This is an optimization exercise on Yosys and OpenROAD, whose aim is small area, a short achievable clock period and few clock cycles per item, not a production implementation. Only simulation tests tie the RTL to the original design; equivalence was not proved. Power and IR drop assume default switching activity.

--- flow/design.v ---
package phold_pkg;
   localparam int time_w  = 16;        
   localparam int lp_id_w = 3;
   localparam int lp_num  = 1 << lp_id_w;
   localparam int msg_w   = 32;        
   localparam int rnd_w   = 8;
   localparam int min_gap = 10;        
   localparam int msg_time_lsb = 0;
   localparam int msg_lp_lsb   = 16;
   localparam int msg_type_bit = 19;
   typedef enum logic {
      ev_regular = 1'b0,
      ev_cancel  = 1'b1
   } event_type_e;
endpackage
package history_pkg;
   localparam int hist_depth = 16;     
   localparam int hist_idx_w = 4;
   localparam int hist_cnt_w = 5;      
   localparam int hist_offset_lsb = 20;
   localparam int hist_offset_w   = 8;
   localparam int hist_target_lsb = 28;
   typedef enum logic [1:0] {
      fv_keep,
      fv_expired,
      fv_annihilate,
      fv_rollback
   } filter_verdict_e;
endpackage
`timescale 1ns/1ps
module phold_core (
   input  logic        clk,
   input  logic        rst_n,
   input  logic        in_req,
   input  logic [31:0] in_msg,
   input  logic [15:0] in_gvt,
   input  logic [7:0]  in_rnd,
   output logic        in_ack,
   output logic        out_req,
   output logic [31:0] out_msg,
   input  logic        out_ack,
   output logic        busy
);
   localparam int QD = 4;           
   localparam int QW = 3;           
   logic [23:0] mem   [0:127];
   logic [3:0]  hd    [0:7];
   logic [4:0]  cnt   [0:7];
   logic [7:0]  lv;                  
   logic [15:0] headT [0:7];
   logic [15:0] tailT [0:7];
   logic        buf_v, buf1_v;
   logic [2:0]  buf_lp;
   logic [15:0] buf_t;
   logic        buf_y;
   logic [15:0] buf_g;
   logic [7:0]  buf_r;
   logic [43:0] buf1;
   logic        take;                
   logic        acc;                 
   logic [43:0] in_ev;
   assign acc   = !in_ack && in_req && !buf1_v;
   assign in_ev = {in_msg[18:16], in_msg[15:0], in_msg[19], in_gvt, in_rnd};
   always_ff @(posedge clk or negedge rst_n) begin
      if (!rst_n) begin
         in_ack <= 1'b0;
         buf_v  <= 1'b0;
         buf1_v <= 1'b0;
      end else begin
         if (in_ack) begin
            if (!in_req) in_ack <= 1'b0;
         end else if (acc) begin
            in_ack <= 1'b1;
         end
         if (take) begin
            buf_v  <= buf1_v || acc;
            buf1_v <= buf1_v && acc;
         end else if (acc) begin
            buf_v  <= 1'b1;
            buf1_v <= buf_v;
         end
      end
   end
   always_ff @(posedge clk) begin
      if (take ? buf1_v : !buf_v) begin
         {buf_lp, buf_t, buf_y, buf_g, buf_r} <= buf1_v ? buf1 : in_ev;
      end else if (take ? acc : (acc && !buf_v)) begin
         {buf_lp, buf_t, buf_y, buf_g, buf_r} <= in_ev;
      end
      if (acc && (take ? buf1_v : buf_v)) buf1 <= in_ev;
   end
   logic [28:0] q      [0:QD-1];
   logic [QW-1:0] q_cnt;
   logic [1:0]  q_wp, q_rp;
   logic        push;
   logic [28:0] push_item;
   logic        pop;
   logic        phase;
   logic        push_ok;
   logic        q_ne;
   assign push_ok = (q_cnt != QD[QW-1:0]);
   assign q_ne    = (q_cnt != '0);
   always_ff @(posedge clk or negedge rst_n) begin
      if (!rst_n) begin
         q_cnt <= '0;
         q_wp  <= '0;
         q_rp  <= '0;
      end else begin
         q_cnt <= q_cnt + (push ? 1'b1 : 1'b0) - (pop ? 1'b1 : 1'b0);
         if (push) q_wp <= q_wp + 1'b1;
         if (pop)  q_rp <= q_rp + 1'b1;
      end
   end
   always_ff @(posedge clk) begin
      if (push) q[q_wp] <= push_item;
   end
   logic        out_done;
   logic [15:0] child_time;
   logic [19:0] next_msg;
   logic [19:0] omsg;
   logic [28:0] qh;
   logic [1:0]  qh_kind;
   logic [2:0]  qh_lp;
   logic [23:0] qh_ent;
   assign qh         = q[q_rp];
   assign qh_kind    = qh[28:27];
   assign qh_lp      = qh[26:24];
   assign qh_ent     = qh[23:0];
   assign out_done   = !out_req && !out_ack;
   assign child_time = qh_ent[15:0] + {11'd0, qh_ent[20:16]} + 16'd10;
   always_comb begin
      case (qh_kind)
         2'd0:    next_msg = {1'b0, qh_ent[23:21], child_time};
         2'd1:    next_msg = {1'b1, 3'b000, 16'h0000};
         default: next_msg = phase ? {1'b0, qh_lp, qh_ent[15:0]}
                                   : {1'b1, qh_ent[23:21], child_time};
      endcase
   end
   assign pop     = out_done && q_ne && !(qh_kind == 2'd3 && !phase);
   assign out_msg = {12'h000, omsg};
   always_ff @(posedge clk or negedge rst_n) begin
      if (!rst_n) begin
         out_req <= 1'b0;
         phase   <= 1'b0;
      end else begin
         if (out_req && out_ack) begin
            out_req <= 1'b0;
         end else if (out_done && q_ne) begin
            out_req <= 1'b1;
            phase   <= (qh_kind == 2'd3) && !phase;
         end
      end
   end
   always_ff @(posedge clk) begin
      if (out_done && q_ne) omsg <= next_msg;
   end
   typedef enum logic [3:0] {
      S_IDLE, S_PROC, S_WE0, S_WE, S_EXP, S_WC, S_CSCAN, S_DEL,
      S_RBW0, S_RBW, S_RBSCAN, S_RBOW, S_RBOUT
   } state_e;
   state_e      state;
   logic [2:0]  p;
   logic [15:0] t, g;
   logic        y;
   logic [7:0]  r;
   logic [4:0]  n;
   logic [4:0]  nm1, nm2;             
   logic [3:0]  h;
   logic [15:0] HT, TT, prevT;
   logic        f_empty, f_allexp, f_hexp, f_rb, f_out;
   logic [3:0]  rp;                  
   logic [23:0] rdata;
   logic [23:0] c_ent;
   logic        c_exp, c_lt, c_eq, c_gt;
   logic        rd_en;
   logic [3:0]  bnd;                 
   logic [3:0]  j;                   
   state_e      state_nx;
   logic [4:0]  n_nx;
   logic [3:0]  h_nx;
   logic [15:0] HT_nx, TT_nx, prevT_nx;
   logic [3:0]  rp_nx, bnd_nx, j_nx;
   logic        commit;
   logic        we;
   logic [3:0]  wa;
   logic [23:0] wd;
   logic        we_q;
   logic [6:0]  wa_q;
   logic [23:0] wd_q;
   logic [23:0] newent;
   assign newent = {r[7:5], r[4:0], t};
   logic [15:0] ctime;
   assign ctime = c_ent[15:0];
   logic [3:0]  l_h;
   logic [4:0]  l_n;
   logic [15:0] l_HT, l_TT;
   logic        l_hexp, l_allexp, l_rb, l_out;
   assign l_h      = hd[buf_lp];
   assign l_n      = lv[buf_lp] ? cnt[buf_lp] : 5'd0;
   assign l_HT     = headT[buf_lp];
   assign l_TT     = tailT[buf_lp];
   assign l_hexp   = l_HT < buf_g;
   assign l_allexp = l_TT < buf_g;
   assign l_rb     = l_TT > buf_t;
   assign l_out    = (buf_t > l_TT) || (buf_t < l_HT) || (buf_t < buf_g);
   assign take = buf_v && ((state == S_IDLE) || (commit && buf_lp != p));
   always_comb begin
      state_nx  = state;
      n_nx      = n;
      h_nx      = h;
      HT_nx     = HT;
      TT_nx     = TT;
      prevT_nx  = prevT;
      rp_nx     = rp;
      bnd_nx    = bnd;
      j_nx      = j;
      commit    = 1'b0;
      we        = 1'b0;
      wa        = h + n[3:0];
      wd        = newent;
      push      = 1'b0;
      push_item = {2'd0, p, newent};
      rd_en     = 1'b1;
      case (state)
         S_IDLE: ;
         S_PROC: begin
            if (!y) begin
               if (push_ok) begin
                  push = 1'b1;
                  if (f_empty || f_allexp) begin
                     we       = 1'b1;
                     wa       = h;
                     n_nx     = 5'd1;
                     HT_nx    = t;
                     TT_nx    = t;
                     commit   = 1'b1;
                     state_nx = S_IDLE;
                  end else if (f_hexp) begin
                     h_nx  = h + 1'b1;
                     rp_nx = h + 1'b1;
                     if (!f_rb) begin
                        we    = 1'b1;
                        TT_nx = t;
                     end else begin
                        n_nx  = n - 1'b1;
                     end
                     state_nx = S_WE0;
                  end else if (f_rb) begin
                     bnd_nx   = n[3:0] - 1'b1;
                     rp_nx    = rp - 1'b1;
                     state_nx = S_RBW;
                  end else begin
                     if (n != 5'd16) begin
                        we    = 1'b1;
                        n_nx  = n + 1'b1;
                        TT_nx = t;
                     end
                     commit   = 1'b1;
                     state_nx = S_IDLE;
                  end
               end
            end else begin
               push_item[28:27] = 2'd1;
               if (f_empty || f_allexp) begin
                  if (push_ok) begin
                     push     = 1'b1;
                     n_nx     = '0;
                     commit   = 1'b1;
                     state_nx = S_IDLE;
                  end
               end else if (f_out && !f_hexp) begin
                  if (push_ok) begin
                     push     = 1'b1;
                     commit   = 1'b1;
                     state_nx = S_IDLE;
                  end
               end else begin
                  rp_nx    = rp + 1'b1;
                  state_nx = S_WC;
               end
            end
         end
         S_WE0: begin
            rp_nx    = rp + 1'b1;
            state_nx = S_WE;
         end
         S_WE: begin
            rp_nx    = rp + 1'b1;
            state_nx = S_EXP;
         end
         S_EXP: begin
            if (c_exp) begin
               h_nx  = h + 1'b1;
               n_nx  = n - 1'b1;
               rp_nx = rp + 1'b1;
            end else begin
               HT_nx = ctime;
               if (f_rb) begin
                  bnd_nx   = n[3:0] - 1'b1;
                  rp_nx    = h + n[3:0] - 2'd2;
                  state_nx = S_RBW0;
               end else begin
                  commit   = 1'b1;
                  state_nx = S_IDLE;
               end
            end
         end
         S_WC: begin
            rp_nx    = rp + 1'b1;
            state_nx = S_CSCAN;
         end
         S_CSCAN: begin
            push_item[28:27] = 2'd1;
            if (c_exp) begin
               h_nx  = h + 1'b1;
               n_nx  = n - 1'b1;
               rp_nx = rp + 1'b1;
            end else if (c_lt && !f_out) begin
               if (j == 4'd0) HT_nx = ctime;
               prevT_nx = ctime;
               j_nx     = j + 1'b1;
               rp_nx    = rp + 1'b1;
            end else if (!push_ok) begin
               rd_en = 1'b0;
            end else begin
               push     = 1'b1;
               commit   = 1'b1;
               state_nx = S_IDLE;
               if (j == 4'd0) HT_nx = ctime;
               if (c_eq && !f_out) begin
                  push_item[28:27] = 2'd2;
                  push_item[23:0]  = c_ent;
                  n_nx             = n - 1'b1;
                  if (j == 4'd0) begin
                     h_nx  = h + 1'b1;
                     HT_nx = rdata[15:0];
                  end else if ({1'b0, j} == nm1) begin
                     TT_nx = prevT;
                  end else begin
                     we    = 1'b1;
                     wa    = h + j;
                     wd    = rdata;
                     if ({1'b0, j} != nm2) begin
                        commit   = 1'b0;
                        n_nx     = n;
                        j_nx     = j + 1'b1;
                        rp_nx    = rp + 1'b1;
                        state_nx = S_DEL;
                     end
                  end
               end
            end
         end
         S_DEL: begin
            we    = 1'b1;
            wa    = h + j;
            wd    = rdata;
            j_nx  = j + 1'b1;
            rp_nx = rp + 1'b1;
            if ({1'b0, j} == nm2) begin
               n_nx     = n - 1'b1;
               commit   = 1'b1;
               state_nx = S_IDLE;
            end
         end
         S_RBW0: begin
            rp_nx    = rp - 1'b1;
            state_nx = S_RBW;
         end
         S_RBW: begin
            rp_nx    = rp - 1'b1;
            state_nx = S_RBSCAN;
         end
         S_RBSCAN: begin
            if (bnd != 4'd0 && c_gt) begin
               bnd_nx = bnd - 1'b1;
               rp_nx  = rp - 1'b1;
            end else begin
               if (bnd != 4'd0) TT_nx = ctime;
               rp_nx    = h + bnd;
               state_nx = S_RBOW;
            end
         end
         S_RBOW: begin
            rp_nx    = rp + 1'b1;
            j_nx     = bnd;
            state_nx = S_RBOUT;
         end
         S_RBOUT: begin
            rd_en            = push_ok;
            push_item[28:27] = 2'd3;
            push_item[23:0]  = rdata;
            if (push_ok) begin
               push  = 1'b1;
               rp_nx = rp + 1'b1;
               j_nx  = j + 1'b1;
               if ({1'b0, j} == nm1) begin
                  we       = 1'b1;
                  wa       = h + bnd;
                  n_nx     = {1'b0, bnd} + 1'b1;
                  TT_nx    = t;
                  if (bnd == 4'd0) HT_nx = t;
                  commit   = 1'b1;
                  state_nx = S_IDLE;
               end
            end
         end
         default: state_nx = S_IDLE;
      endcase
   end
   always_ff @(posedge clk or negedge rst_n) begin
      if (!rst_n) begin
         state <= S_IDLE;
         lv    <= '0;
      end else begin
         state <= take ? S_PROC : state_nx;
         if (commit) lv[p] <= 1'b1;
      end
   end
   always_ff @(posedge clk) begin
      if (commit) begin
         cnt[p]   <= n_nx;
         hd[p]    <= h_nx;
         headT[p] <= HT_nx;
         tailT[p] <= TT_nx;
      end
      we_q <= we;
      wa_q <= {p, wa};
      wd_q <= wd;
      if (we_q) mem[wa_q] <= wd_q;
      if (rd_en) begin
         rdata <= mem[{p, rp}];
         c_ent <= rdata;
         c_exp <= rdata[15:0] < g;
         c_lt  <= rdata[15:0] < t;
         c_eq  <= rdata[15:0] == t;
         c_gt  <= rdata[15:0] > t;
      end
      if (take) begin
         p        <= buf_lp;
         t        <= buf_t;
         y        <= buf_y;
         g        <= buf_g;
         r        <= buf_r;
         n        <= l_n;
         nm1      <= l_n - 1'b1;
         nm2      <= l_n - 2'd2;
         h        <= l_h;
         HT       <= l_HT;
         TT       <= l_TT;
         f_empty  <= (l_n == 5'd0);
         f_allexp <= l_allexp;
         f_hexp   <= l_hexp;
         f_rb     <= l_rb;
         f_out    <= l_out;
         j        <= '0;
         if (buf_y) rp <= l_h;
         else       rp <= l_h + l_n[3:0] - 2'd2;
      end else begin
         n     <= n_nx;
         nm1   <= n_nx - 1'b1;
         nm2   <= n_nx - 2'd2;
         h     <= h_nx;
         HT    <= HT_nx;
         TT    <= TT_nx;
         prevT <= prevT_nx;
         rp    <= rp_nx;
         bnd   <= bnd_nx;
         j     <= j_nx;
      end
   end
   assign busy = in_ack || out_req || buf_v || buf1_v || (state != S_IDLE) || (q_cnt != '0);
endmodule
--- flow/run.sh ---
#!/bin/bash
# synth_recipe.tcl (not shown) runs the flow's synth.tcl, then flattens the netlist and writes it again
# the make line also repeats each setting of config.mk as NAME=value (left out here)
make -C /OpenROAD-flow-scripts/flow DESIGN_CONFIG=/design/flow/config.mk WORK_HOME=/design/flow/orfs CLKGATE_MAP_FILE= SYNTH_SCRIPT=/design/flow/synth_recipe.tcl finish
--- flow/config.mk ---
export PLATFORM = sky130hd
export DESIGN_NAME = phold_core
export DESIGN_NICKNAME = phold_core
export VERILOG_FILES = /design/flow/design.v
export SDC_FILE = /design/flow/constraint.sdc
export NUM_CORES = 4
export LEC_CHECK = 0
export ABC_CLOCK_PERIOD_IN_PS = 3000
export CAP_MARGIN = 20
export CORE_MARGIN = 2
export CORE_UTILIZATION = 40
export SETUP_SLACK_MARGIN = 3.0
export SLEW_MARGIN = 20
--- flow/constraint.sdc ---
create_clock -name core_clock -period 6.0 [get_ports {clk}]
set_input_delay 1.2000 -clock core_clock [delete_from_list [all_inputs] [get_ports {clk}]]
set_output_delay 1.2000 -clock core_clock [all_outputs]
set_load 0.01 [all_outputs]
==> results of run 1 <==
## cells by family (layout without fill, tap and decap cells)
logic type	count (synthesis)	in the layout	synth area share (%)
adder cells (fa/ha/maj)	159	159	1.33
flip-flops	3862	3862	75.2
multiplexers	1229	1229	16.9
AND/OR/NAND/NOR	662	732	2.04
buffers and inverters	692	1799	1.82
AO/OA/AOI/OAI	551	552	2.38
other	1	18	0.00245
XOR/XNOR	59	59	0.338
## worst max path at each step
stage,start,endpoint,slack [ns],cells after the start
after global routing,rp[0],rdata[11],2.46,9
after floorplan,state[0],cnt[0][0],2.59,8
after detailed placement,state[3],rp[0],1.33,10
after global placement,state[3],rp[0],1.39,10
after CTS,state[0],busy,2.46,3
final,p[1],rdata[10],2.46,5
## power by group through the flow
stage	Clock, mW	Sequential [mW]	Combinational [mW]
6_report	23.8	38.6	40.1
5_1_grt	25.1	38.7	42.0
4_1_cts	24.1	38.5	37.4
3_5_place_dp	0	39.2	29.6
3_3_place_gp	0	39.1	29.0
2_1_floorplan	0	38.3	18.5
## area by class of cell
class	count	area [um^2]	area share (%)
tap	5038	6300	3.40
sequential	3862	115000	62.0
inverter	329	1390	0.750
timing repair buffer	755	10800	5.80
timing repair inverter	1	8.76	0.00472
clock buffer	489	10300	5.54
antenna	6	15.0	0.00809
multi-input combinational	2743	39500	21.3
clock inverter	225	2140	1.15
## cells in the final DEF, fill, tap and decap left out, types with 49 or more instances in the layout
cell type,n
a21oi_1,65
a22oi_1,49
buf_12,136
buf_16,111
buf_4,323
buf_6,65
clkbuf_1,86
clkbuf_16,411
clkinv_1,91
clkinv_2,69
dfxtp_1,55
edfxtp_1,3749
ha_1,128
inv_1,223
inv_2,62
mux2_2,57
mux4_2,1073
nand2_1,150
nor2_1,97
nor2_4,184
o21ai_0,76
## metrics by stage
stage | hold WS [ns] | cell area, um^2 | utilization, % | instances
3_3_place_gp | 0.433 | 161000 | 42.3 | 12144
6_report | 0.463 | 185000 | 48.6 | 13448
4_1_cts | 0.467 | 182000 | 47.7 | 13235
3_5_place_dp | 0.449 | 162000 | 42.4 | 12165
5_1_grt | 0.485 | 185000 | 48.6 | 13443
2_1_floorplan | 0.400 | 153000 | - | 7226
## state kept, by name, indices dropped and copies added (netlist names), 20 cells and up, named ones only
| register | cells |
|---|---|
| rdata | 24 |
| headT | 128 |
| mem | 3072 |
| q | 116 |
| wd_q | 24 |
| cnt | 40 |
| hd | 32 |
| buf1 | 44 |
| omsg | 20 |
| c_ent | 24 |
| tailT | 128 |
## timing repair
item | in CTS | in global routing
buffers inserted | 237 | 143
pin swaps | 125 | 137
cloned | 119 | 58
resized for setup | 718 | 267
setup endpoints to repair | 1859 | 1687
## metal layers
layer  wire [um]  share of wire [%]  global-route usage (%)  vias to the layer above
met3       40000                9.1                    4.24                      745
li1            -                  -                       -                    31856
met5          68              0.015                       0                        -
met4       17700                4.0                    7.61                        8
met1      173000                 39                    30.1                    42751
met2      208000                 47                    34.6                     3955
==> reports/results.txt, run 1 <==
Full die area - 387000 um^2
Total power - 103 mW
RePlAce Congestion - 0.895
Sequential share of power - 37.6%
Critical Path Sink Type - flop
Initial antenna violation count - 18
Int Pwr - 67.1 mW
Synthesized flop and latch total - 3862
Clock skew - 0.0739 ns
R2R Path End - rdata[10]
Total Routing Usage GR - 21.8%
Slowest-stage cell, CP - edfxtp_1
Psw - 35.5 mW
Status - complete, no violations
Clock Sinks - 3862
Crit-path cells - inv_1 -> nand3_2 -> buf_4 -> o22ai_1 -> or4_4
Die Width - 622 um
Antenna Nets Post-Route - 0
WP data arrival - 4.20 ns
Die Y - 622 um
Top-count cell post-synth - edfxtp_1
Hold Buf Count CTS - 0
# DRC - 0
Crit-path max FO - 14
# IOs - 95
CTS tree - built
Crit share post-route - 59.0%
Clock transition at the registers of the reported paths - 0.06 ns
Critical Path RT - 6.66 ns
Core area - 381000 um^2
CP top delay family - simple AND/OR/NAND/NOR gates
PortBufs - 70
Worst skew pair latency - 0.96 ns
CP bufs+invs - 2
Netlist cell types - 92
Vias in the first global route - 77609
Top cells by count, synth - edfxtp_1 (3749), mux4_2 (1073), inv_1 (326), nor2_1 (248), clkbuf_1 (213)
Final hold violation count - 0
CTS Buffer Depth - 4
Max-cap viol count - 0
Top cell type's share of synthesized area - 73.6%
Power Dens Cells - 553 nW/um^2
Hold_sp - lv[0]
Setup tns final - 0 ns
Fillers - 30331
Area Overhead vs Synth - 21.3%
Wire per inst - 32.7 um
Ys async rst share - 0.621%
Critical path's largest stage delay - 0.78 ns
Share of the yosys chip area belonging to registers - 75.2%
Hold Crit Depth - 1
Initial DRC Count - 10737
H-tree depth - 5
RR Startpoint - p[1]
FF-to-FF path depth - 5
RSZ-0062 raised after global routing - yes
Vias per cell - 5.90
Combinational share of power - 39.1%
Starting density of the core - 40.1%
Largest net degree at the start of global routing - 105
Grt total ovfl - 0
CTS root buf - clkbuf_16
Net Sw Frac - 34.6%
EDFF count, synth - 3749
Peak supply drop - 0.000445 V
Endpoints failing setup - 0
Clock power frac - 23.2%
Layout cells sized above 1 - 36.8%
Ys Warns - 1
Leak - 59.8 nW
Hold Path Sink - lv[0]
Mapped Cells - 7215
First-pass GRT wire length - 600000 um
Rel. slew slack - 18.0%
CTS Buf Count - 386
Detailed-router iteration count before antenna repair - 6
Rows - 227
Class of the worst hold path - flop to flop
Total number of vias - 79315
Final net count - 8297
Pre-CTS setup slack - 1.33 ns
Avg Cell Area, Syn - 21.2 um^2
Fmax - 282 MHz
DP HPWL - 231000 um
Slew Limit Fails - 0
Most used DFF post-synth - edfxtp_1
Synthesized area - 153000 um^2
R2r setup slk - 2.46 ns
Crit path kind - flop to flop
Post-route setup slack - 2.46 ns
Total Wirelength - 439000 um
CP Launch Type - flop
Worst slew pin tran - 1.23 ns
Min cycle time layout - 3.54 ns
Largest area contributor in the netlist - edfxtp_1
Top post-synthesis cells by area - edfxtp_1 (74%), mux4_2 (16%), ha_1 (1.3%)
Testbench counts, summed over its fixed seeds: cycles 9,824, events 2,560.
==> inputs of run 2 (changes only) <==
--- a/flow/design.v
+++ b/flow/design.v
@@ -30,2 +30,26 @@
 `timescale 1ns/1ps
+module phold_lt16 (
+   input  logic [15:0] a,
+   input  logic [15:0] b,
+   output logic        lt
+);
+   logic [15:0] l, e;
+   logic [3:0]  gl, ge;
+   assign l = ~a & b;
+   assign e = ~(a ^ b);
+   always_comb begin
+      for (int k = 0; k < 4; k++) begin
+         gl[k] = l[4*k+3]
+               | (e[4*k+3] & l[4*k+2])
+               | (e[4*k+3] & e[4*k+2] & l[4*k+1])
+               | (e[4*k+3] & e[4*k+2] & e[4*k+1] & l[4*k]);
+         ge[k] = &e[4*k +: 4];
+      end
+   end
+   assign lt = gl[3]
+             | (ge[3] & gl[2])
+             | (ge[3] & ge[2] & gl[1])
+             | (ge[3] & ge[2] & ge[1] & gl[0]);
+endmodule
+`timescale 1ns/1ps
 module phold_core (
@@ -53,2 +77,3 @@
    logic [2:0]  buf_lp;
+   logic [7:0]  buf_oh;              
    logic [15:0] buf_t;
@@ -57,8 +82,8 @@
    logic [7:0]  buf_r;
-   logic [43:0] buf1;
+   logic [51:0] buf1;
    logic        take;                
    logic        acc;                 
-   logic [43:0] in_ev;
+   logic [51:0] in_ev;
    assign acc   = !in_ack && in_req && !buf1_v;
-   assign in_ev = {in_msg[18:16], in_msg[15:0], in_msg[19], in_gvt, in_rnd};
+   assign in_ev = {8'd1 << in_msg[18:16], in_msg[18:16], in_msg[15:0], in_msg[19], in_gvt, in_rnd};
    always_ff @(posedge clk or negedge rst_n) begin
@@ -85,5 +110,5 @@
       if (take ? buf1_v : !buf_v) begin
-         {buf_lp, buf_t, buf_y, buf_g, buf_r} <= buf1_v ? buf1 : in_ev;
+         {buf_oh, buf_lp, buf_t, buf_y, buf_g, buf_r} <= buf1_v ? buf1 : in_ev;
       end else if (take ? acc : (acc && !buf_v)) begin
-         {buf_lp, buf_t, buf_y, buf_g, buf_r} <= in_ev;
+         {buf_oh, buf_lp, buf_t, buf_y, buf_g, buf_r} <= in_ev;
       end
@@ -171,2 +196,6 @@
    logic [3:0]  rp;                  
+   logic [15:0] rp_oh;               
+   logic [7:0]  p_oh;                
+   logic [23:0] rd_part [0:7];
+   logic [23:0] rd_mux;
    logic [23:0] rdata;
@@ -197,10 +226,22 @@
    logic        l_hexp, l_allexp, l_rb, l_out;
-   assign l_h      = hd[buf_lp];
-   assign l_n      = lv[buf_lp] ? cnt[buf_lp] : 5'd0;
-   assign l_HT     = headT[buf_lp];
-   assign l_TT     = tailT[buf_lp];
-   assign l_hexp   = l_HT < buf_g;
-   assign l_allexp = l_TT < buf_g;
-   assign l_rb     = l_TT > buf_t;
-   assign l_out    = (buf_t > l_TT) || (buf_t < l_HT) || (buf_t < buf_g);
+   always_comb begin
+      l_h  = '0;
+      l_n  = '0;
+      l_HT = '0;
+      l_TT = '0;
+      for (int k = 0; k < 8; k++) begin
+         l_h  = l_h  | ({4{buf_oh[k]}} & hd[k]);
+         l_n  = l_n  | ({5{buf_oh[k] & lv[k]}} & cnt[k]);
+         l_HT = l_HT | ({16{buf_oh[k]}} & headT[k]);
+         l_TT = l_TT | ({16{buf_oh[k]}} & tailT[k]);
+      end
+   end
+   logic        l_t_gt_TT, l_t_lt_HT, l_t_lt_g;
+   phold_lt16 i_cmp_hexp   (.a(l_HT),  .b(buf_g), .lt(l_hexp));
+   phold_lt16 i_cmp_allexp (.a(l_TT),  .b(buf_g), .lt(l_allexp));
+   phold_lt16 i_cmp_rb     (.a(buf_t), .b(l_TT),  .lt(l_rb));
+   phold_lt16 i_cmp_tgt    (.a(l_TT),  .b(buf_t), .lt(l_t_gt_TT));
+   phold_lt16 i_cmp_tlh    (.a(buf_t), .b(l_HT),  .lt(l_t_lt_HT));
+   phold_lt16 i_cmp_tlg    (.a(buf_t), .b(buf_g), .lt(l_t_lt_g));
+   assign l_out    = l_t_gt_TT || l_t_lt_HT || l_t_lt_g;
    assign take = buf_v && ((state == S_IDLE) || (commit && buf_lp != p));
@@ -410,2 +451,18 @@
    end
+   logic r_exp, r_lt, r_gt;
+   phold_lt16 i_cmp_rexp (.a(rdata[15:0]), .b(g),           .lt(r_exp));
+   phold_lt16 i_cmp_rlt  (.a(rdata[15:0]), .b(t),           .lt(r_lt));
+   phold_lt16 i_cmp_rgt  (.a(t),           .b(rdata[15:0]), .lt(r_gt));
+   always_comb begin
+      for (int k = 0; k < 8; k++) begin
+         rd_part[k] = '0;
+         for (int i = 0; i < 16; i++) begin
+            rd_part[k] = rd_part[k] | ({24{rp_oh[i]}} & mem[k*16+i]);
+         end
+      end
+      rd_mux = '0;
+      for (int k = 0; k < 8; k++) begin
+         rd_mux = rd_mux | ({24{p_oh[k]}} & rd_part[k]);
+      end
+   end
    always_ff @(posedge clk or negedge rst_n) begin
@@ -431,8 +488,8 @@
       if (rd_en) begin
-         rdata <= mem[{p, rp}];
+         rdata <= rd_mux;
          c_ent <= rdata;
-         c_exp <= rdata[15:0] < g;
-         c_lt  <= rdata[15:0] < t;
+         c_exp <= r_exp;
+         c_lt  <= r_lt;
          c_eq  <= rdata[15:0] == t;
-         c_gt  <= rdata[15:0] > t;
+         c_gt  <= r_gt;
       end
@@ -456,4 +513,10 @@
          j        <= '0;
-         if (buf_y) rp <= l_h;
-         else       rp <= l_h + l_n[3:0] - 2'd2;
+         p_oh     <= buf_oh;
+         if (buf_y) begin
+            rp    <= l_h;
+            rp_oh <= 16'd1 << l_h;
+         end else begin
+            rp    <= l_h + l_n[3:0] - 2'd2;
+            rp_oh <= 16'd1 << (l_h + l_n[3:0] - 2'd2);
+         end
       end else begin
@@ -467,2 +530,3 @@
          rp    <= rp_nx;
+         rp_oh <= 16'd1 << rp_nx;
          bnd   <= bnd_nx;
--- a/flow/config.mk
+++ b/flow/config.mk
@@ -8,3 +8,3 @@
 export ABC_CLOCK_PERIOD_IN_PS = 3000
-export CAP_MARGIN = 20
+export CAP_MARGIN = 35
 export CORE_MARGIN = 2
@@ -12,2 +12,2 @@
 export SETUP_SLACK_MARGIN = 3.0
-export SLEW_MARGIN = 20
+export SLEW_MARGIN = 30
==> reports/results.txt, run 2 <==
Status - complete, no violations
PortBufs - 70
Total Wirelength - 533000 um
Die Width - 610 um
Top post-synthesis cells by area - edfxtp_1 (77%), a22o_1 (4.1%), a221oi_1 (3.9%)
Top-count cell post-synth - edfxtp_1
Clock transition at the registers of the reported paths - 0.06 ns
Number of flip-flops in the largest register - 3072
Setup tns final - 0 ns
Min cycle time layout - 3.44 ns
Synthesized area - 147000 um^2
Peak supply drop - 0.000342 V
RSZ-0062 raised after global routing - yes
Worst skew pair latency - 0.99 ns
Share of the yosys chip area belonging to registers - 78.9%
Commonest non-fill, non-tap cells in the layout - edfxtp_1 (3769), a22o_1 (676), a221oi_1 (509)
Crit path kind - flop to flop
CTS Buf Count - 390
Top flop regs - mem x3072, headT x128, tailT x128
Largest Register - mem
Layout cells sized above 1 - 25.6%
R2r setup slk - 2.56 ns
Top cell type's share of synthesized area - 77.1%
Hold Crit Depth - 0
FF-to-FF path depth - 11
Full die area - 372000 um^2
Max-cap viol count - 0
Most used DFF post-synth - edfxtp_1
WP data arrival - 3.96 ns
Worst slew pin tran - 1.00 ns
R2R Path End - rdata[22]
Vias in the first global route - 87295
Core area - 366000 um^2
Class of the worst hold path - flop to flop
Largest area contributor in the netlist - edfxtp_1
Rel. slew slack - 33.1%
CTS tree - built
CTS Buffer Depth - 4
Post-DP Area - 159000 um^2
# IOs - 95
Crit-path cells - buf_6 -> buf_12 -> buf_16 -> buf_12 -> a22o_1 -> a221oi_2 -> nand4_1 -> a22o_4 -> a221oi_2 -> buf_4 -> nand4_1
Slew Limit Fails - 0
Critical Path Sink Type - flop
First-pass GRT wire length - 709000 um
Critical Path RT - 6.52 ns
Slowest-stage cell, CP - a22o_4
Mapped Cells - 8194
Netlist cell types - 93
Total Routing Usage GR - 27.2%
H-tree depth - 5
Ys async rst share - 0.616%
Critical path's largest stage delay - 0.44 ns
Vias per cell - 6.47
RePlAce Congestion - 0.902
Commonest non-fill, non-tap cell in the layout - edfxtp_1
Initial antenna violation count - 16
Top cells by count, synth - edfxtp_1 (3769), a22o_1 (694), a221oi_1 (658), a22oi_1 (479), clkbuf_1 (326)
Final net count - 9494
Clock Sinks - 3899
Starting density of the core - 40.2%
Power Dens Cells - 495 nW/um^2
RR Startpoint - rp_oh[7]
EDFF count, synth - 3769
Final hold violation count - 0
Largest net degree at the start of global routing - 109
Detailed-router iteration count before antenna repair - 8
DP HPWL - 279000 um
Crit share post-route - 57.4%
Total number of vias - 93087
Crit-path max FO - 5
CP Launch Type - flop
Ys Warns - 3
# DRC - 0
Initial DRC Count - 15185
Wire per inst - 37.0 um
Rows - 222
Final instance area - 185000 um^2
Endpoints failing setup - 0
Grt total ovfl - 0
Hold Path Sink - r[0]
Avg Cell Area, Syn - 17.9 um^2
Fmax - 290 MHz
Clock skew - 0.0963 ns
CTS root buf - clkbuf_16
Area Overhead vs Synth - 26.3%
Die Y - 610 um
Leak - 60.8 nW
Antenna Nets Post-Route - 0
Synthesized flop and latch total - 3899
Hold_sp - buf_r[0]
-- run 2: cell types whose count changed in the layout (fill, tap and decap cells not counted), moves of 135 or more --
cell / delta
a22o_1: +664
mux4_2: -1044
a22oi_1: +384
nand4_1: +226
a221oi_1: +502
buf_4: +135
-- run 2: per-stage QoR --
stage | total power, mW | hold WS, ns | utilization [%] | setup WS [ns] | cells
2_1_floorplan | 48.9 | 0.400 | - | 2.54 | 8205
5_1_grt | 93.8 | 0.433 | 50.7 | 2.61 | 14385
6_report | 91.8 | 0.425 | 50.7 | 2.56 | 14392
3_5_place_dp | 59.1 | 0.409 | 43.5 | 1.47 | 12979
4_1_cts | 88.4 | 0.421 | 49.6 | 2.59 | 14198
3_3_place_gp | 58.3 | 0.416 | 42.5 | 1.44 | 12827
-- run 2: timing repair --
item,4_1_cts,5_1_grt
pin swaps,273,214
cloned,78,48
setup endpoints to repair,3455,969
gates resized for setup,797,380
hold buffers,0,0
setup buffers,426,135
-- run 2: logic make-up (layout without fill, tap and decap cells) --
family,count (synthesis),count (layout),synth area share [%]
muxes,122,122,1.15
other,1,20,0.00255
buffers and inverters,637,1990,1.71
AOI/OAI and AO/OA,2341,2351,12.8
adders and majority gates,189,189,1.64
and+or+nand+nor,947,947,3.45
xor gates and xnor gates,58,58,0.355
DFF,3899,3899,78.9
-- run 2: final cells by class --
type                            instances  area (um^2)
Clock inverter                        233         2240
Antenna cell                            8         20.0
Timing Repair Buffer                 1129        16900
Clock buffer                          482        10300
Inverter                              141          574
Sequential cell                      3899       116000
Timing Repair inverter                  5         41.3
Multi-Input combinational cell       3679        33200
Tap cell                             4816         6030
Fill cell                           28697       180000
-- run 2: where the power goes --
group | total (mW) | internal, mW | switching [mW] | leakage (nW)
logic | 28.7 | 10.7 | 18.1 | 19.6
registers | 38.8 | 35.7 | 3.10 | 35.2
clock network | 24.2 | 13.7 | 10.5 | 6.07
-- run 2: per-layer routing --
layer	part of all wire [%]	global-route usage, %	up-vias
met4	5.4	12.2	8
met3	13	7.11	1219
li1	-	-	36771
met5	0.0096	0	-
met2	45	42.1	7013
met1	36	36.0	48076
-- run 2: worst max-delay path by stage --
stage	from	to	slack, ns	depth (start not counted)
after floorplan	j[2]	buf1[0]	2.54	10
after global placement	q_cnt[1]	q[0][0]	1.44	7
after detailed placement	state[2]	TT[6]	1.47	9
after CTS	state[1]	busy	2.59	5
after global routing	buf_oh[3]	rp_oh[5]	2.61	15
final	rp_oh[7]	rdata[22]	2.56	11
-- run 2: worst max-delay path: cells and delay by family (launching register included) --
| family | cells | cell delay [ns] |
|---|---|---|
| flops | 1 | 0.42 |
| buf+inv | 5 | 0.78 |
| simple gates | 2 | 0.81 |
| compound gates | 4 | 0.97 |
Testbench counts of run 2, summed over its fixed seeds: cycles 9,824, events 2,560.
==> inputs of run 3 (changes only) <==
--- a/flow/design.v
+++ b/flow/design.v
@@ -182,3 +182,3 @@
    typedef enum logic [3:0] {
-      S_IDLE, S_PROC, S_WE0, S_WE, S_EXP, S_WC, S_CSCAN, S_DEL,
+      S_IDLE, S_PROC, S_WE0, S_WE, S_EXP, S_WH, S_WC, S_CSCAN, S_DEL,
       S_RBW0, S_RBW, S_RBSCAN, S_RBOW, S_RBOUT
@@ -194,3 +194,3 @@
    logic [15:0] HT, TT, prevT;
-   logic        f_empty, f_allexp, f_hexp, f_rb, f_out;
+   logic        f_empty, f_allexp, f_hexp, f_rb, f_out, f_teh;
    logic [3:0]  rp;                  
@@ -317,3 +317,13 @@
                   end
+               end else if (f_hexp) begin
+                  h_nx     = h + 1'b1;
+                  n_nx     = n - 1'b1;
+                  rp_nx    = rp + 1'b1;
+                  state_nx = S_WC;
+               end else if (f_teh) begin
+                  rp_nx    = h;
+                  state_nx = S_WH;
                end else begin
+                  prevT_nx = HT;
+                  j_nx     = 4'd1;
                   rp_nx    = rp + 1'b1;
@@ -323,2 +333,6 @@
          end
+         S_WH: begin
+            rp_nx    = rp + 1'b1;
+            state_nx = S_WC;
+         end
          S_WE0: begin
@@ -512,2 +526,3 @@
          f_out    <= l_out;
+         f_teh    <= (buf_t == l_HT);
          j        <= '0;
@@ -515,4 +530,4 @@
          if (buf_y) begin
-            rp    <= l_h;
-            rp_oh <= 16'd1 << l_h;
+            rp    <= l_h + 1'b1;
+            rp_oh <= 16'd1 << (l_h + 1'b1);
          end else begin
@@ -535,3 +550,7 @@
    end
-   assign busy = in_ack || out_req || buf_v || buf1_v || (state != S_IDLE) || (q_cnt != '0);
+   always_ff @(posedge clk or negedge rst_n) begin
+      if (!rst_n) busy <= 1'b0;
+      else        busy <= acc || in_ack || out_req || buf_v || buf1_v ||
+                          (state != S_IDLE) || (q_cnt != '0);
+   end
 endmodule
--- a/flow/config.mk
+++ b/flow/config.mk
@@ -10,3 +10,5 @@
 export CORE_MARGIN = 2
-export CORE_UTILIZATION = 40
+export CORE_UTILIZATION = 70
+export CTS_CLUSTER_DIAMETER = 60
+export CTS_CLUSTER_SIZE = 20
 export SETUP_SLACK_MARGIN = 3.0
==> reports/results.txt, run 3 <==
Slew Limit Fails - 0
Critical Path RT - 6.58 ns
# IOs - 95
Int Pwr - 54.6 mW
Rows - 168
Max-cap viol count - 0
# DRC - 0
CP Launch Type - flop
Final hold violation count - 0
CP top delay family - compound AO/OA/AOI/OAI gates
H-tree depth - 4
Die Width - 463 um
Total Routing Usage GR - 46.3%
Pre-CTS setup slack - 1.69 ns
Leak - 57.9 nW
Setup tns final - 0 ns
Initial DRC Count - 18899
Top post-synthesis cells by area - edfxtp_1 (77%), a22o_1 (4.0%), a221oi_1 (4.0%)
Crit-path cells - buf_12 -> buf_8 -> buf_4 -> bufbuf_16 -> a22o_1 -> a221oi_2 -> nand4_1 -> a221oi_4 -> nand4_1
Grt total ovfl - 0
Endpoints failing setup - 0
Combinational share of power - 35.5%
RSZ-0062 raised after global routing - yes
Initial antenna violation count - 44
Crit-path max FO - 19
Clock Sinks - 3901
Hold Buf Count CTS - 0
Clock skew - 0.0924 ns
Cells after DPL - 11093
Status - complete, no violations
Largest Register - mem
Ys Warns - 3
Area Overhead vs Synth - 19.5%
EDFF count, synth - 3770
Top cell type's share of synthesized area - 76.8%
Vias per cell - 8.01
Net Sw Frac - 36.9%
CTS Buf Count - 227
Core area - 209000 um^2
Total number of vias - 97606
Clock transition at the registers of the reported paths - 0.10 ns
Synthesized area - 147000 um^2
Min cycle time layout - 3.90 ns
Largest net degree at the start of global routing - 113
CP bufs+invs - 4
Avg Cell Area, Syn - 17.7 um^2
Starting density of the core - 70.4%
Rel. slew slack - 28.7%
First-pass GRT wire length - 687000 um
Total Wirelength - 541000 um
Worst skew pair latency - 0.95 ns
Critical Path Sink Type - flop
Detailed-router iteration count before antenna repair - 8
WP data arrival - 4.48 ns
Top-count cell post-synth - edfxtp_1
Final std cells w/o fill - 12180
Share of the yosys chip area belonging to registers - 78.7%
Commonest non-fill, non-tap cells in the layout - edfxtp_1 (3770), a22o_1 (666), buf_4 (533)
RePlAce Congestion - 0.984
Vias in the first global route - 89181
DP HPWL - 273000 um
Clock power frac - 19.0%
Fmax - 256 MHz
Worst hold slack - 0.434 ns
Netlist cell types - 94
Full die area - 214000 um^2
Number of flip-flops in the largest register - 3072
Peak supply drop - 0.000589 V
Most used DFF post-synth - edfxtp_1
CTS tree - built
Class of the worst hold path - flop to flop
Antenna Nets Post-Route - 0
CTS Buffer Depth - 3
Sequential share of power - 45.5%
Slowest-stage cell, CP - nand4_1
Top flop regs - mem x3072, headT x128, tailT x128
Crit path kind - flop to flop
Crit share post-route - 65.0%
Power Dens Cells - 491 nW/um^2
Layout cells sized above 1 - 23.2%
Commonest non-fill, non-tap cell in the layout - edfxtp_1
Critical path's largest stage delay - 0.83 ns
Ys async rst share - 0.641%
Wire per inst - 44.4 um
Mapped Cells - 8323
Psw - 31.9 mW
PortBufs - 70
Fillers - 9061
Post-route setup slack - 2.10 ns
Die Y - 463 um
CTS root buf - clkbuf_16
Crit-path most repeated cell - nand4_1
Top cells by count, synth - edfxtp_1 (3770), a22o_1 (681), a221oi_1 (669), a22oi_1 (486), clkbuf_1 (332)
Worst slew pin tran - 1.07 ns
Synthesized flop and latch total - 3901
Final net count - 9471
Largest area contributor in the netlist - edfxtp_1
[run 3: cell count changes in the layout (fill, tap and decap cells not counted), moves of 24 or more]
| cell | before | now |
|---|---|---|
| buf_16 | 196 | 151 |
| a22oi_1 | 433 | 459 |
| o21ai_0 | 106 | 131 |
| bufinv_16 | 38 | 7 |
| clkinv_2 | 53 | 4 |
| nor2_4 | 136 | 112 |
| buf_4 | 458 | 533 |
| clkinv_1 | 107 | 7 |
| clkbuf_16 | 423 | 286 |
| nand2_1 | 107 | 194 |
| nor2_2 | 14 | 44 |
| bufbuf_16 | 45 | 20 |
[run 3: routing by layer]
metal  wire length, um  vias up  track usage (%)
met5               261        -                0
met4             56700       34             32.8
met3             93900     2731             15.4
met2            231000    10762             67.9
met1            159000    47528             58.8
li1                  -    36551                -
[run 3: power groups by stage]
stage | Clock, mW | Combinational (mW) | Sequential (mW)
global route | 17.1 | 31.0 | 39.4
global placement | 0 | 19.9 | 39.9
detailed placement | 0 | 20.5 | 40.0
finish | 16.4 | 30.7 | 39.4
floorplan | 0 | 10.8 | 39.3
CTS | 16.1 | 25.2 | 39.0
[run 3: through the flow]
stage          utilization [%]  power, mW  instance area [um^2]
3_3_place_gp              73.2       59.8                153000
4_1_cts                   81.3       80.3                170000
2_1_floorplan                -       50.1                148000
5_1_grt                   84.1       87.4                176000
3_5_place_dp              74.5       60.5                156000
6_report                  84.2       86.5                176000
[run 3: timing repair]
item                       in CTS  in global routing
setup buffers                 340                241
gates resized for setup       613                473
cloned                         40                 77
setup endpoints to repair    2229               2006
pin swaps                     187                226
[run 3: cell type report]
| type | count | area, um^2 | share of cell area, % |
|---|---|---|---|
| clock inverter | 54 | 746 | 0.423 |
| tap | 2805 | 3510 | 1.99 |
| clock buffer | 308 | 6100 | 3.46 |
| timing repair buffer | 1157 | 16200 | 9.18 |
| antenna | 23 | 57.6 | 0.0327 |
| sequential | 3901 | 116000 | 65.9 |
| timing repair inverter | 2 | 16.3 | 0.00923 |
| inverter | 149 | 607 | 0.344 |
| multi-input combinational | 3781 | 32800 | 18.6 |
[run 3: path summary, 6_finish.rpt]
kind / from / end / slack [ns] / cells after the start
min reg2reg: buf_r[7] / r[7] / 0.43 / 0
min: buf_r[7] / r[7] / 0.43 / 0
min in group asynchronous: rst_n / buf_v / 0.71 / 2
max reg2reg: rp_oh[15] / rdata[12] / 2.10 / 9
max in group asynchronous: rst_n / state[3] / 4.98 / 2
max: rp_oh[15] / rdata[12] / 2.10 / 9
[run 3: logic make-up after synthesis]
kind of cell | Yosys count | synth area share (%)
mux | 117 | 1.11
other cells | 1 | 0.00254
fa+ha+maj | 192 | 1.66
xor+xnor | 63 | 0.384
flops | 3901 | 78.7
compound gates | 2360 | 12.8
simple gates | 1033 | 3.60
buf+inv | 656 | 1.74
Testbench counts of run 3, summed over its fixed seeds: cycles 9,628, events 2,560.
==> inputs of run 4 (changes only) <==
--- a/flow/config.mk
+++ b/flow/config.mk
@@ -10,6 +10,6 @@
 export CORE_MARGIN = 2
-export CORE_UTILIZATION = 70
+export CORE_UTILIZATION = 65
 export CTS_CLUSTER_DIAMETER = 60
 export CTS_CLUSTER_SIZE = 20
-export SETUP_SLACK_MARGIN = 3.0
+export SETUP_SLACK_MARGIN = 2.5
 export SLEW_MARGIN = 30
==> reports/results.txt, run 4 <==
FF-to-FF path depth - 9
Critical Path Sink Type - flop
CP Launch Type - flop
Hold_sp - buf_r[1]
Top post-synthesis cells by area - edfxtp_1 (77%), a22o_1 (4.0%), a221oi_1 (4.0%)
R2R Path End - rdata[4]
Detailed-router iteration count before antenna repair - 8
CTS Buf Count - 226
RePlAce Congestion - 0.969
Hold Buf Count CTS - 0
Clock skew - 0.0503 ns
Post-route setup slack - 2.33 ns
Largest Register - mem
WP data arrival - 4.15 ns
Die Y - 480 um
Rows - 174
Min cycle time layout - 3.67 ns
Power Dens Cells - 473 nW/um^2
Hold Crit Depth - 0
Top cells by count, synth - edfxtp_1 (3770), a22o_1 (681), a221oi_1 (669), a22oi_1 (486), clkbuf_1 (332)
Peak supply drop - 0.000337 V
Critical Path RT - 6.48 ns
Final net count - 8930
Wire per inst - 39.4 um
Total number of vias - 88335
Worst hold slack - 0.473 ns
Commonest non-fill, non-tap cell in the layout - edfxtp_1
Vias per cell - 7.49
Ys Warns - 3
R2r setup slk - 2.33 ns
Worst skew pair latency - 0.91 ns
Initial antenna violation count - 22
CTS root buf - clkbuf_16
Number of flip-flops in the largest register - 3072
Most used DFF post-synth - edfxtp_1
Ys async rst share - 0.641%
Class of the worst hold path - flop to flop
Crit path kind - flop to flop
Antenna Nets Post-Route - 0
Top flop regs - mem x3072, headT x128, tailT x128
Layout cells sized above 1 - 14.6%
Netlist cell types - 94
Crit-path max FO - 13
Clock Sinks - 3901
Final instance area - 166000 um^2
Top cell type's share of synthesized area - 76.8%
PortBufs - 70
Pre-CTS setup slack - 1.75 ns
Endpoints failing setup - 0
Leak - 53.1 nW
Post-DP Area - 157000 um^2
Area Overhead vs Synth - 12.8%
Fillers - 13322
Die Width - 480 um
Max-cap viol count - 0
Worst slew pin tran - 1.11 ns
CTS Buffer Depth - 3
Starting density of the core - 65.5%
Commonest non-fill, non-tap cells in the layout - edfxtp_1 (3770), a22o_1 (679), a221oi_1 (657)
RSZ-0062 raised after global routing - yes
Largest net degree at the start of global routing - 113
# IOs - 95
Cells after DPL - 11307
Synthesized area - 147000 um^2
RR Startpoint - rp_oh[1]
Total Routing Usage GR - 39.5%
DP HPWL - 280000 um
Share of the yosys chip area belonging to registers - 78.7%
Synthesized flop and latch total - 3901
Core area - 225000 um^2
Mapped Cells - 8323
First-pass GRT wire length - 635000 um
Avg Cell Area, Syn - 17.7 um^2
Full die area - 231000 um^2
Status - complete, no violations
Final std cells w/o fill - 11787
EDFF count, synth - 3770
Clock transition at the registers of the reported paths - 0.09 ns
H-tree depth - 4
Largest area contributor in the netlist - edfxtp_1
Total Wirelength - 464000 um
Slew Limit Fails - 0
Hold Path Sink - r[1]
Rel. slew slack - 25.1%
Initial DRC Count - 14905
Final hold violation count - 0
Top-count cell post-synth - edfxtp_1
Vias in the first global route - 83245
Crit share post-route - 61.2%
# DRC - 0
Fmax - 272 MHz
CTS tree - built
Grt total ovfl - 0
Setup tns final - 0 ns
## run 4: metal layers
layer | track usage [%] | share of wire (%) | up-vias | wire (um)
li1 | - | - | 35398 | -
met4 | 19.0 | 5.9 | 18 | 27500
met1 | 55.0 | 35 | 45236 | 162000
met3 | 8.90 | 13 | 1098 | 62700
met5 | 0 | 0.026 | - | 119
met2 | 60.1 | 46 | 6585 | 212000
## run 4: per-stage QoR
step | utilization, % | power, mW
after global routing | 73.9 | 80.7
after global placement | 68.2 | 59.9
after detailed placement | 69.8 | 60.6
final | 73.9 | 78.7
after CTS | 73.2 | 76.8
after floorplan | - | 49.9
## run 4: repair_timing
action | 4_1_cts | 5_1_grt
setup endpoints to repair | 847 | 180
endpoints found under the hold margin | 0 | 0
gates resized for setup | 94 | 93
buffers inserted | 51 | 64
pin swaps | 31 | 35
cloned | 2 | 4
## run 4: area by class of cell
type	count	area [um^2]	share of cell area [%]
clock buffer	284	5960	3.58
multi-input combinational	3777	30600	18.4
inverter	149	568	0.342
clock inverter	53	709	0.427
timing repair inverter	1	7.51	0.00452
sequential	3901	116000	69.8
antenna	8	20.0	0.0120
timing repair buffer	622	8530	5.13
tap	2992	3740	2.25
## run 4: critical path, cell delays in order, from the launching register on
cell and delay [ns]:
dfxtp_4 0.41, buf_12 0.17, buf_4 0.19, buf_4 0.22, a22o_1 0.24, a221oi_2 0.24, nand4_1 0.60, a22o_1 0.47
a221oi_4 0.30, nand4_1 0.38
## run 4: kinds of logic (layout without fill, tap and decap cells)
family	after synthesis	count (layout)	share of synthesized area (%)
flip-flops	3901	3901	78.7
AO/OA/AOI/OAI	2360	2360	12.8
AND/OR/NAND/NOR	1033	1033	3.60
buffers and inverters	656	1109	1.74
adder cells (fa/ha/maj)	192	192	1.66
multiplexers	117	117	1.11
XOR/XNOR	63	63	0.384
other	1	20	0.00254
## run 4: power by group
part	internal [mW]	switching [mW]	total, mW	leakage (nW)
logic	7.24	16.2	23.4	14.7
registers	36.2	3.08	39.3	35.2
clock network	7.44	8.61	16.1	3.22
total	50.9	27.8	78.7	53.1
## run 4: how the worst max path moves through the flow
stage                         from   endpoint  slack (ns)  cells after the start
after floorplan           state[2]  cnt[6][0]        1.86                      9
after global placement    state[1]   buf_g[2]        1.80                     10
after detailed placement  state[1]   buf_g[2]        1.75                     10
after CTS                 rp_oh[8]  rdata[17]        2.35                      7
after global routing      rp_oh[1]   rdata[4]        2.39                      9
final                     rp_oh[1]   rdata[4]        2.33                      9
==> inputs of run 5 (changes only) <==
--- a/flow/config.mk
+++ b/flow/config.mk
@@ -10,3 +10,3 @@
 export CORE_MARGIN = 2
-export CORE_UTILIZATION = 65
+export CORE_UTILIZATION = 60
 export CTS_CLUSTER_DIAMETER = 60
==> reports/results.txt, run 5 <==
Status - complete, no violations
Crit-path most repeated cell - nand4_1
Crit share post-route - 61.1%
Detailed-router iteration count before antenna repair - 5
Largest area contributor in the netlist - edfxtp_1
# IOs - 95
Share of the yosys chip area belonging to registers - 78.7%
GRT met1 Usage - 51.7%
Commonest non-fill, non-tap cells in the layout - edfxtp_1 (3770), a22o_1 (677), a221oi_1 (646)
Most used DFF post-synth - edfxtp_1
Hold Buf Count CTS - 0
Sequential share of power - 49.5%
Fmax - 273 MHz
Total number of vias - 87995
Clock power frac - 20.6%
EDFF count, synth - 3770
Critical Path Sink Type - flop
Top cell type's share of synthesized area - 76.8%
Int Pwr - 51.1 mW
CTS Buffer Depth - 3
Crit-path max FO - 48
Setup tns final - 0 ns
Peak supply drop - 0.000428 V
Area Overhead vs Synth - 13.4%
Hold Path Sink - r[3]
Number of flip-flops in the largest register - 3072
Total power - 79.2 mW
Clock transition at the registers of the reported paths - 0.08 ns
CP bufs+invs - 1
CTS root buf - clkbuf_16
Slowest-stage cell, CP - nand4_1
Combinational share of power - 29.9%
RSZ-0062 raised after global routing - yes
PortBufs - 70
Top cells by count, synth - edfxtp_1 (3770), a22o_1 (681), a221oi_1 (669), a22oi_1 (486), clkbuf_1 (332)
Power Dens Cells - 474 nW/um^2
Pre-CTS setup slack - 1.72 ns
Most Used Layer, Global Route - met2
Leak - 53.4 nW
Crit-path cells - buf_12 -> a22o_1 -> a221oi_1 -> nand4_1 -> a22oi_1 -> nand4_1
Netlist cell types - 94
Synthesized flop and latch total - 3901
Antenna Nets Post-Route - 0
Met2 track utilization from global routing - 58.3%
Net Sw Frac - 35.5%
Crit path kind - flop to flop
Vias in the first global route - 83638
Post-route setup slack - 2.33 ns
Final hold violation count - 0
Vias per cell - 7.31
Clock Sinks - 3901
Final net count - 8962
Critical Path RT - 6.35 ns
Class of the worst hold path - flop to flop
Critical path's largest stage delay - 0.77 ns
Ys Warns - 3
Rel. slew slack - 32.3%
Die Width - 500 um
Full die area - 250000 um^2
CP top delay family - simple AND/OR/NAND/NOR gates
CP Launch Type - flop
Initial DRC Count - 14420
Hold_sp - buf_r[3]
Rows - 181
Final std cells w/o fill - 12031
Top flop regs - mem x3072, headT x128, tailT x128
DP HPWL - 288000 um
FF-to-FF path depth - 6
Ys async rst share - 0.641%
Post-Route Utilization - 68.6%
H-tree depth - 4
# DRC - 0
Avg Cell Area, Syn - 17.7 um^2
Wire per inst - 39.5 um
Met3 usage - 7.39%
Min cycle time layout - 3.67 ns
Layout cells sized above 1 - 15.3%
Total Routing Usage GR - 37.6%
CTS Buf Count - 227
Hold Crit Depth - 0
Worst slew pin tran - 1.02 ns
R2r setup slk - 2.33 ns
Grt total ovfl - 0
Commonest non-fill, non-tap cell in the layout - edfxtp_1
Largest net degree at the start of global routing - 121
Final instance area - 167000 um^2
Worst hold slack - 0.417 ns
Top post-synthesis cells by area - edfxtp_1 (77%), a22o_1 (4.0%), a221oi_1 (4.0%)
Psw - 28.1 mW
Starting density of the core - 60.5%
Initial antenna violation count - 28
Endpoints failing setup - 0
Top-count cell post-synth - edfxtp_1
Worst skew pair latency - 0.91 ns
Mapped Cells - 8323
Total Wirelength - 476000 um
Cells after DPL - 11533
Die Y - 500 um
Synthesized area - 147000 um^2
Max-cap viol count - 0
CTS tree - built
Core area - 244000 um^2
RR Startpoint - rp_oh[11]
Post-DP Area - 158000 um^2
RePlAce Congestion - 0.952
WP data arrival - 4.01 ns
Slew Limit Fails - 0
Clock skew - 0.0842 ns
Largest Register - mem
First-pass GRT wire length - 656000 um
R2R Path End - rdata[17]
run 5: cell count changes in the layout (fill, tap and decap cells not counted), sizes merged:
cell,before,now
clkinvlp,7,9
bufinv,9,12
inv,169,164
clkinv,18,33
a221o,28,29
buf,547,573
bufbuf,0,5
clkbuf,289,276
run 5: how the worst max path moves through the flow:
stage / from / endpoint / slack, ns / cells after the start
floorplan: state[2] / cnt[6][0] / 1.86 / 9
finish: rp_oh[11] / rdata[17] / 2.33 / 6
CTS: q_cnt[1] / q[2][13] / 2.48 / 9
global placement: q_cnt[1] / q[0][14] / 1.71 / 7
detailed placement: state[0] / HT[15] / 1.72 / 10
global route: state[3] / nm2[4] / 2.40 / 11
run 5: per-layer routing:
| layer | wire length [um] | part of all wire, % |
|---|---|---|
| met5 | 63 | 0.013 |
| met3 | 53500 | 11 |
| met1 | 174000 | 37 |
| met2 | 220000 | 46 |
| met4 | 27900 | 5.9 |
run 5: cell families after synthesis:
| family | count (synthesis) | share of synthesized area [%] |
|---|---|---|
| compound gates | 2360 | 12.8 |
| xor+xnor | 63 | 0.384 |
| fa+ha+maj | 192 | 1.66 |
| buf+inv | 656 | 1.74 |
| flops | 3901 | 78.7 |
| mux | 117 | 1.11 |
| other cells | 1 | 0.00254 |
| simple gates | 1033 | 3.60 |
run 5: final cells by class:
class / count / area (um^2)
multi-input cells: 3778 / 30700
repair inverters: 1 / 7.51
diodes: 8 / 20.0
flip-flops and latches: 3901 / 116000
well taps: 3202 / 4010
clock buffers: 272 / 5930
clock inverters: 68 / 883
inverters: 149 / 587
fillers: 15803 / 76600
repair buffers: 652 / 8810
run 5: power groups by stage:
stage | logic (mW) | registers, mW | clock network, mW
floorplan | 10.6 | 39.3 | 0
global placement | 20.1 | 40.0 | 0
detailed placement | 20.9 | 40.0 | 0
CTS | 22.2 | 39.2 | 16.4
global route | 24.7 | 39.3 | 17.3
finish | 23.7 | 39.2 | 16.3
run 5: what timing repair did:
item                                    CTS  global route
cloned                                    6             5
endpoints found under the setup margin  976           500
resized for setup                       105           124
setup buffers                            91            42
pin swaps                                20            48
run 5: worst register-to-register path, cell delays in order, from the launching register on:
cell and delay (ns):
dfxtp_4 0.60, buf_12 0.43, a22o_1 0.25, a221oi_1 0.25
nand4_1 0.48, a22oi_1 0.32, nand4_1 0.77
==> inputs of run 6 (changes only) <==
--- a/flow/design.v
+++ b/flow/design.v
@@ -181,4 +181,5 @@
    end
-   typedef enum logic [3:0] {
+   typedef enum logic [4:0] {
       S_IDLE, S_PROC, S_WE0, S_WE, S_EXP, S_WH, S_WC, S_CSCAN, S_DEL,
+      S_WT0, S_WT, S_CTAIL,
       S_RBW0, S_RBW, S_RBSCAN, S_RBOW, S_RBOUT
@@ -194,3 +195,3 @@
    logic [15:0] HT, TT, prevT;
-   logic        f_empty, f_allexp, f_hexp, f_rb, f_out, f_teh;
+   logic        f_empty, f_allexp, f_hexp, f_rb, f_out, f_teh, f_tet;
    logic [3:0]  rp;                  
@@ -325,2 +326,5 @@
                   state_nx = S_WH;
+               end else if (f_tet) begin
+                  rp_nx    = h + nm2[3:0];
+                  state_nx = S_WT0;
                end else begin
@@ -333,2 +337,29 @@
          end
+         S_WT0: begin
+            rp_nx    = rp + 1'b1;
+            state_nx = S_WT;
+         end
+         S_WT: begin
+            state_nx = S_CTAIL;
+         end
+         S_CTAIL: begin
+            if (c_lt) begin
+               push_item[28:27] = 2'd2;
+               push_item[23:0]  = rdata;
+               if (push_ok) begin
+                  push     = 1'b1;
+                  n_nx     = n - 1'b1;
+                  TT_nx    = ctime;
+                  commit   = 1'b1;
+                  state_nx = S_IDLE;
+               end else begin
+                  rd_en = 1'b0;
+               end
+            end else begin
+               prevT_nx = HT;
+               j_nx     = 4'd1;
+               rp_nx    = h + 1'b1;
+               state_nx = S_WH;
+            end
+         end
          S_WH: begin
@@ -527,2 +558,3 @@
          f_teh    <= (buf_t == l_HT);
+         f_tet    <= (buf_t == l_TT);
          j        <= '0;
--- a/flow/config.mk
+++ b/flow/config.mk
@@ -10,3 +10,3 @@
 export CORE_MARGIN = 2
-export CORE_UTILIZATION = 60
+export CORE_UTILIZATION = 65
 export CTS_CLUSTER_DIAMETER = 60
==> reports/results.txt, run 6 <==
Setup tns final - 0 ns
Worst hold slack - 0.441 ns
Crit share post-route - 60.7%
CP Launch Type - flop
Avg Cell Area, Syn - 17.3 um^2
Commonest non-fill, non-tap cells in the layout - edfxtp_1 (3771), a221oi_1 (685), a22o_1 (683)
Top cells by count, synth - edfxtp_1 (3771), a221oi_1 (697), a22o_1 (687), a22oi_1 (425), clkbuf_1 (358)
Mapped Cells - 8577
Die Width - 482 um
Status - complete, no violations
Peak supply drop - 0.000583 V
Die Y - 482 um
Largest area contributor in the netlist - edfxtp_1
Leak - 54.2 nW
Rows - 175
Clock Sinks - 3903
Largest Register - mem
R2R Path End - rdata[1]
# IOs - 95
FF/Latch Area - 116000 um^2
DP HPWL - 284000 um
Most used DFF post-synth - edfxtp_1
Min cycle time layout - 3.64 ns
Commonest non-fill, non-tap cell in the layout - edfxtp_1
Final net count - 9190
Crit-path cells - buf_12 -> buf_4 -> a221oi_1 -> nand4_1 -> a221oi_1 -> nand4_1
Fillers - 13200
H-tree depth - 4
PortBufs - 70
Top-count cell post-synth - edfxtp_1
Multi-input logic area - 31800 um^2
Cells after DPL - 11567
Final std cells w/o fill - 12061
Hold Crit Depth - 0
Endpoints failing setup - 0
Core area - 227000 um^2
Synthesized area - 149000 um^2
Total Wirelength - 470000 um
RR Startpoint - rp_oh[9]
Area Overhead vs Synth - 13.1%
RSZ-0062 raised after global routing - yes
Synthesized flop and latch total - 3903
First-pass GRT wire length - 649000 um
EDFF count, synth - 3771
Netlist cell types - 102
Slowest-stage cell, CP - nand4_1
Vias in the first global route - 85035
Crit path kind - flop to flop
Wire per inst - 38.9 um
Detailed-router iteration count before antenna repair - 7
Layout cells sized above 1 - 14.6%
Worst slew pin tran - 1.02 ns
CTS root buf - clkbuf_16
Clock skew - 0.0583 ns
Total number of vias - 89848
Top post-synthesis cells by area - edfxtp_1 (76%), a221oi_1 (4.1%), a22o_1 (4.1%)
# DRC - 0
Starting density of the core - 65.3%
Full die area - 232000 um^2
Final hold violation count - 0
Rel. slew slack - 31.8%
Total Routing Usage GR - 40.1%
Largest net degree at the start of global routing - 97
Hold Buf Count CTS - 0
Fmax - 275 MHz
CTS tree - built
Critical path's largest stage delay - 0.67 ns
RePlAce Congestion - 0.956
Critical Path RT - 6.46 ns
Initial antenna violation count - 25
FF-to-FF path depth - 6
Share of the yosys chip area belonging to registers - 78.1%
Vias per cell - 7.45
Grt total ovfl - 0
CP top delay family - simple AND/OR/NAND/NOR gates
Max-cap viol count - 0
Hold_sp - buf_r[0]
Class of the worst hold path - flop to flop
Total power - 79.7 mW
Number of flip-flops in the largest register - 3072
Crit-path max FO - 39
CTS Buffer Depth - 3
Ys async rst share - 0.666%
Hold Path Sink - r[0]
Post-Route Utilization - 73.9%
Clock transition at the registers of the reported paths - 0.08 ns
CTS Buf Count - 228
Top flop regs - mem x3072, headT x128, tailT x128
Ys Warns - 3
WP data arrival - 4.10 ns
Initial DRC Count - 14512
Antenna Nets Post-Route - 0
Power Dens Cells - 475 nW/um^2
Top cell type's share of synthesized area - 76.2%
Critical Path Sink Type - flop
R2r setup slk - 2.36 ns
Worst skew pair latency - 0.92 ns
CP bufs+invs - 2
Slew Limit Fails - 0
run 6: how the worst max path moves through the flow:
stage / slack [ns] / cells past startpoint / start / endpoint
after detailed placement: 1.51 / 8 / state[3] / TT[15]
after floorplan: 1.90 / 8 / nm2[0] / cnt[3][0]
after CTS: 2.44 / 16 / buf_oh[0] / rp_oh[2]
after global routing: 2.45 / 9 / nm2[0] / tailT[5][0]
after global placement: 1.56 / 10 / state[3] / nm1[3]
final: 2.36 / 6 / rp_oh[9] / rdata[1]
run 6: where the power goes:
part           internal, mW  switching, mW
Combinational          7.52           16.6
Sequential             36.2           3.23
Clock                  7.43           8.69
run 6: cell type report:
cell class	instances	share of cell area, %
flip-flops and latches	3903	69.2
clock buffers	279	3.55
multi-input cells	3982	18.9
repair buffers	637	5.19
well taps	3009	2.24
inverters	181	0.428
diodes	11	0.0164
clock inverters	59	0.478
run 6: per-layer routing:
metal	GRT usage (%)	routed length, um
met5	0	182
met4	21.8	30700
met3	9.45	62800
met2	61.3	215000
met1	54.2	161000
run 6: through the flow:
stage / area, um^2 / setup WS, ns
4_1_cts: 167000 / 2.44
2_1_floorplan: 149000 / 1.90
6_report: 168000 / 2.36
3_3_place_gp: 155000 / 1.56
5_1_grt: 168000 / 2.45
3_5_place_dp: 158000 / 1.51
run 6: kinds of logic (layout without fill, tap and decap cells):
group	count (synthesis)	after routing	share of synthesized area, %
flip-flops	3903	3903	78.1
other	1	23	0.00252
AND/OR/NAND/NOR	1225	1225	4.09
buffers and inverters	703	1156	1.86
multiplexers	93	93	0.914
AO/OA/AOI/OAI	2392	2392	13.0
XOR/XNOR	63	63	0.381
adder cells (fa/ha/maj)	197	197	1.69
run 6: repair_timing:
item / CTS / global route
resized for setup: 146 / 113
hold endpoints to repair: 0 / 0
buffers inserted: 84 / 48
endpoints found under the setup margin: 1108 / 593
pin swaps: 34 / 39
gates cloned: 3 / 1
Testbench counts of run 6, summed over its fixed seeds: cycles 9,567, events 2,560.

## separate check: timing with driven ports
Ports are ideal in the flow. The routed layouts listed here were re-timed in OpenROAD. Step 1: set_driving_cell puts a clkbuf_16 on clk and a buf_2 on each other input, an assumption about the parent block. Step 2 adds t to the input delays and takes it off the output delays; t is the mean of the earliest and latest rising clock arrival at the registers after step 1. Input paths then give back, and output paths get back, about the clock's delay inside the block. Slacks: ideal ports / drivers / drivers and shift; pairs: ideal ports / drivers.
run	t, ns	setup WS [ns]	hold WS [ns]
run 1	1.034	2.459 / 2.459 / 2.340	0.463 / 0.463 / 0.463
run 2	1.046	2.557 / 2.557 / 2.275	0.425 / 0.425 / 0.425
run 3	1.011	2.099 / 2.099 / 2.099	0.434 / 0.434 / 0.434
run 4	0.983	2.327 / 2.327 / 2.106	0.473 / 0.473 / 0.473
run 5	0.978	2.334 / 2.334 / 2.137	0.417 / 0.417 / 0.417
run 6	0.991	2.360 / 2.360 / 2.130	0.441 / 0.441 / 0.441
After both steps setup and hold are still met in every run listed. The setup slack of run 2, which loses most, moves by 0.000 ns with the drivers and by -0.282 ns with both steps.
